Source: an optimization exercise on an open RTL-to-GDS flow (aim: small area, a short achievable clock period and few clock cycles per item). Production flows keep margins and buffers that such runs may drop. The RTL was checked by simulation tests, not by an equivalence proof against the original design.

Setup of before:
Design motion_phase_classifier, start of the top module:
module motion_phase_classifier #(
   parameter int                          QUEUE_DEPTH = mpc_pkg::QUEUE_DEPTH_DEFAULT,
   parameter logic [mpc_pkg::HOLD_W-1:0] STATIONARY_HOLD_US =
      mpc_pkg::STATIONARY_HOLD_DEFAULT
) (
   input  logic                                clock,
   input  logic                                reset,
   input  logic                                req_push,
   output logic                                req_full,
   input  logic signed [mpc_pkg::SPEED_W-1:0]  req_linear_speed,
   input  logic signed [mpc_pkg::SPEED_W-1:0]  req_angular_rate,
   input  logic [mpc_pkg::TIME_W-1:0]          req_sample_time,
   input  logic                                req_discard,
   output logic                                rsp_empty,
   input  logic                                rsp_pop,
   output logic [1:0]                          rsp_motion_phase,
   output logic                                rsp_switch_pending,
   input  logic                                csr_valid,
   output logic                                csr_ready,
   input  logic [mpc_pkg::CSR_IDX_W-1:0]       csr_index,
   input  logic [mpc_pkg::CSR_DATA_W-1:0]      csr_data
);
Size: ~1500 cells after synthesis, roughly 200 flip-flops, ~120 I/O pins, ~0.012 mm² of cells after synthesis.
Settings: LEC_CHECK=0, ABC_AREA=1, CAP_MARGIN=20, CORE_MARGIN=2, CORE_UTILIZATION=40, CTS_BUF_LIST=sky130_fd_sc_hd__clkbuf_8, CTS_CLUSTER_SIZE=16, SETUP_SLACK_MARGIN=2.0, SLEW_MARGIN=20; clock period 5.5 ns.
standard.sh (not shown) runs the stock make flow with config.mk's settings and CLKGATE_MAP_FILE= SYNTH_SCRIPT=/design/flow/synth_recipe.tcl, a recipe that flattens the netlist after the stock synthesis.
==> flow/flow/run.sh <==
#!/bin/bash
# The standard layout, with every port buffered by a plain buffer cell
# (repair may still resize it) instead of the default delay-buffer choice.
set -e
export BUFFER_PORTS_ARGS="-buffer_cell sky130_fd_sc_hd__buf_1"
bash standard.sh > standard.log 2>&1
before: full flow OK, the timing, design-rule and antenna checks passed
Testbench counts of before, summed over its fixed seeds: cycles 16,008, items 16,000.
> inputs changed (before -> after)
-- flow/design.v --
<<< before, line 108
   logic [TIME_W-1:0] cand_start_ff;
   logic [HOLD_W-1:0] hold;
   logic [LIMIT_W:0]   turn_thr, arc_thr;
   logic              lin_neg, ang_neg;
>>> after, line 108
   logic [TIME_W-1:0] cand_start_ff;
   logic [HOLD_W-1:0] hold;
   logic [LIMIT_W-1:0] lin_mag, ang_mag;
   logic [LIMIT_W:0]   turn_thr, arc_thr;
   logic              lin_neg, ang_neg;
<<< before, line 154
   assign rsp_motion_phase   = phase_ff;
   assign rsp_switch_pending = cand_valid_ff;
   logic [LIMIT_W-1:0] lin_lo, ang_lo;
   logic lin_le_sl, ang_le_sa, ang_le_turn, lin_le_arc;
   logic [1:0] lin_sl_c, ang_sa_c, ang_turn_c, lin_arc_c;
   assign lin_neg = req_linear_speed[SPEED_W-1];
   assign ang_neg = req_angular_rate[SPEED_W-1];
   assign lin_lo  = req_linear_speed[LIMIT_W-1:0];
   assign ang_lo = req_angular_rate[LIMIT_W-1:0];
   mpc_carry #(.N(LIMIT_W + 1)) u_lin_sl_p (
      .gen ({1'b0, stat_lin_ff} & {1'b1, ~lin_lo}), .prop ({1'b0, stat_lin_ff} | {1'b1, ~lin_lo}),
      .carry_in (1'b1), .carry_out (lin_sl_c[0]));
   mpc_carry #(.N(LIMIT_W + 1)) u_lin_sl_n (
      .gen ({1'b0, stat_lin_ff} & {1'b1, lin_lo}), .prop ({1'b0, stat_lin_ff} | {1'b1, lin_lo}),
      .carry_in (1'b0), .carry_out (lin_sl_c[1]));
   mpc_carry #(.N(LIMIT_W + 1)) u_ang_sa_p (
      .gen ({1'b0, stat_ang_ff} & {1'b1, ~ang_lo}), .prop ({1'b0, stat_ang_ff} | {1'b1, ~ang_lo}),
      .carry_in (1'b1), .carry_out (ang_sa_c[0]));
   mpc_carry #(.N(LIMIT_W + 1)) u_ang_sa_n (
      .gen ({1'b0, stat_ang_ff} & {1'b1, ang_lo}), .prop ({1'b0, stat_ang_ff} | {1'b1, ang_lo}),
      .carry_in (1'b0), .carry_out (ang_sa_c[1]));
   mpc_carry #(.N(LIMIT_W + 1)) u_ang_turn_p (
      .gen (turn_thr & {1'b1, ~ang_lo}), .prop (turn_thr | {1'b1, ~ang_lo}),
      .carry_in (1'b1), .carry_out (ang_turn_c[0]));
   mpc_carry #(.N(LIMIT_W + 1)) u_ang_turn_n (
      .gen (turn_thr & {1'b1, ang_lo}), .prop (turn_thr | {1'b1, ang_lo}),
      .carry_in (1'b0), .carry_out (ang_turn_c[1]));
   mpc_carry #(.N(LIMIT_W + 1)) u_lin_arc_p (
      .gen (arc_thr & {1'b1, ~lin_lo}), .prop (arc_thr | {1'b1, ~lin_lo}),
      .carry_in (1'b1), .carry_out (lin_arc_c[0]));
   mpc_carry #(.N(LIMIT_W + 1)) u_lin_arc_n (
      .gen (arc_thr & {1'b1, lin_lo}), .prop (arc_thr | {1'b1, lin_lo}),
      .carry_in (1'b0), .carry_out (lin_arc_c[1]));
   assign lin_le_sl   = lin_neg ? lin_sl_c[1]   : lin_sl_c[0];
   assign ang_le_sa   = ang_neg ? ang_sa_c[1]   : ang_sa_c[0];
   assign ang_le_turn = ang_neg ? ang_turn_c[1] : ang_turn_c[0];
   assign lin_le_arc  = lin_neg ? lin_arc_c[1]  : lin_arc_c[0];
   assign turn_thr = phase_ff[1] ? turn_exit_ff : turn_enter_ff;
   assign arc_thr  = (phase_ff == PH_ARC) ? arc_exit_ff : arc_enter_ff;
>>> after, line 155
   assign rsp_motion_phase   = phase_ff;
   assign rsp_switch_pending = cand_valid_ff;
   assign lin_neg = req_linear_speed[SPEED_W-1];
   assign ang_neg = req_angular_rate[SPEED_W-1];
   assign lin_mag = req_linear_speed[LIMIT_W-1:0] ^ {LIMIT_W{lin_neg}};
   assign ang_mag = req_angular_rate[LIMIT_W-1:0] ^ {LIMIT_W{ang_neg}};
   logic lin_le_sl, ang_le_sa, ang_le_turn, lin_le_arc;
   mpc_carry #(.N(LIMIT_W + 1)) u_lin_sl (
      .gen ({1'b0, stat_lin_ff} & {1'b1, ~lin_mag}), .prop ({1'b0, stat_lin_ff} | {1'b1, ~lin_mag}),
      .carry_in (!lin_neg), .carry_out (lin_le_sl));
   mpc_carry #(.N(LIMIT_W + 1)) u_ang_sa (
      .gen ({1'b0, stat_ang_ff} & {1'b1, ~ang_mag}), .prop ({1'b0, stat_ang_ff} | {1'b1, ~ang_mag}),
      .carry_in (!ang_neg), .carry_out (ang_le_sa));
   mpc_carry #(.N(LIMIT_W + 1)) u_ang_turn (
      .gen (turn_thr & {1'b1, ~ang_mag}), .prop (turn_thr | {1'b1, ~ang_mag}),
      .carry_in (!ang_neg), .carry_out (ang_le_turn));
   mpc_carry #(.N(LIMIT_W + 1)) u_lin_arc (
      .gen (arc_thr & {1'b1, ~lin_mag}), .prop (arc_thr | {1'b1, ~lin_mag}),
      .carry_in (!lin_neg), .carry_out (lin_le_arc));
   assign turn_thr = phase_ff[1] ? turn_exit_ff : turn_enter_ff;
   assign arc_thr  = (phase_ff == PH_ARC) ? arc_exit_ff : arc_enter_ff;
==> summary.txt <==
Of after and before, it is after that has the lower wire length of the first global-routing pass.
Diff before -> after | number of inserted filler cells in the final layout | decrease of 5.1%
Taking before as the reference point, the fraction of the mapped netlist area in compound gates of after falls by 2.6 points.
From before to after the numbers moved as follows: sequential fraction of total cell area increased 1.8 points; setup slack increased 0.092 ns; x dimension of the die decreased 2.2 µm; fraction of the cycle the final worst path needs decreased 1.7 points; worst setup timing slack at the placement stage decreased 0.25 ns.
Of after and before, it is after that has the lower post-layout instance count excluding filler cells.
Buffer and inverter count on the worst path, after and before, lower one = after.
The run with more routed wire is before, not after.
Re area overhead of the layout relative to synthesis: after and before aren't equal, and the higher value belongs to before.
Time the final worst path needs with I/O delays and setup, after and before: lower on after
Compared with before, after shows data-path buffer share of cell area in the final layout lower by 0.40 points.
Testbench counts of after, summed over its fixed seeds: cycles 16,008, items 16,000.

[re-timing with driven ports]
The flow's constraints put no driver on any port. The routed layouts listed below were extracted and timed again, unchanged, in two steps.
Step 1 assumes that a clkbuf_16 drives the clock port and a buf_2 every other input.
Step 2 also shifts input and output timing later by t, the mid clock arrival at the registers, as if the neighbouring blocks saw the same clock.
Three values: no drivers, after step 1, after step 2; two values: the first two.
run | t (ns) | slack for setup (ns) | worst setup path after step 2 | slew at the worst register clock pin (ns) | cell pins on the clock port's net
before | 0.509 | 2.262 / 2.262 / 1.915 | input to register | 0.12 / 0.12 | 1
after | 0.522 | 2.354 / 2.354 / 1.863 | input to register | 0.11 / 0.11 | 1
After both steps every run listed still meets setup and hold. The setup slack of after, which loses most, moves by 0.000 ns with the drivers and by -0.491 ns with both steps.
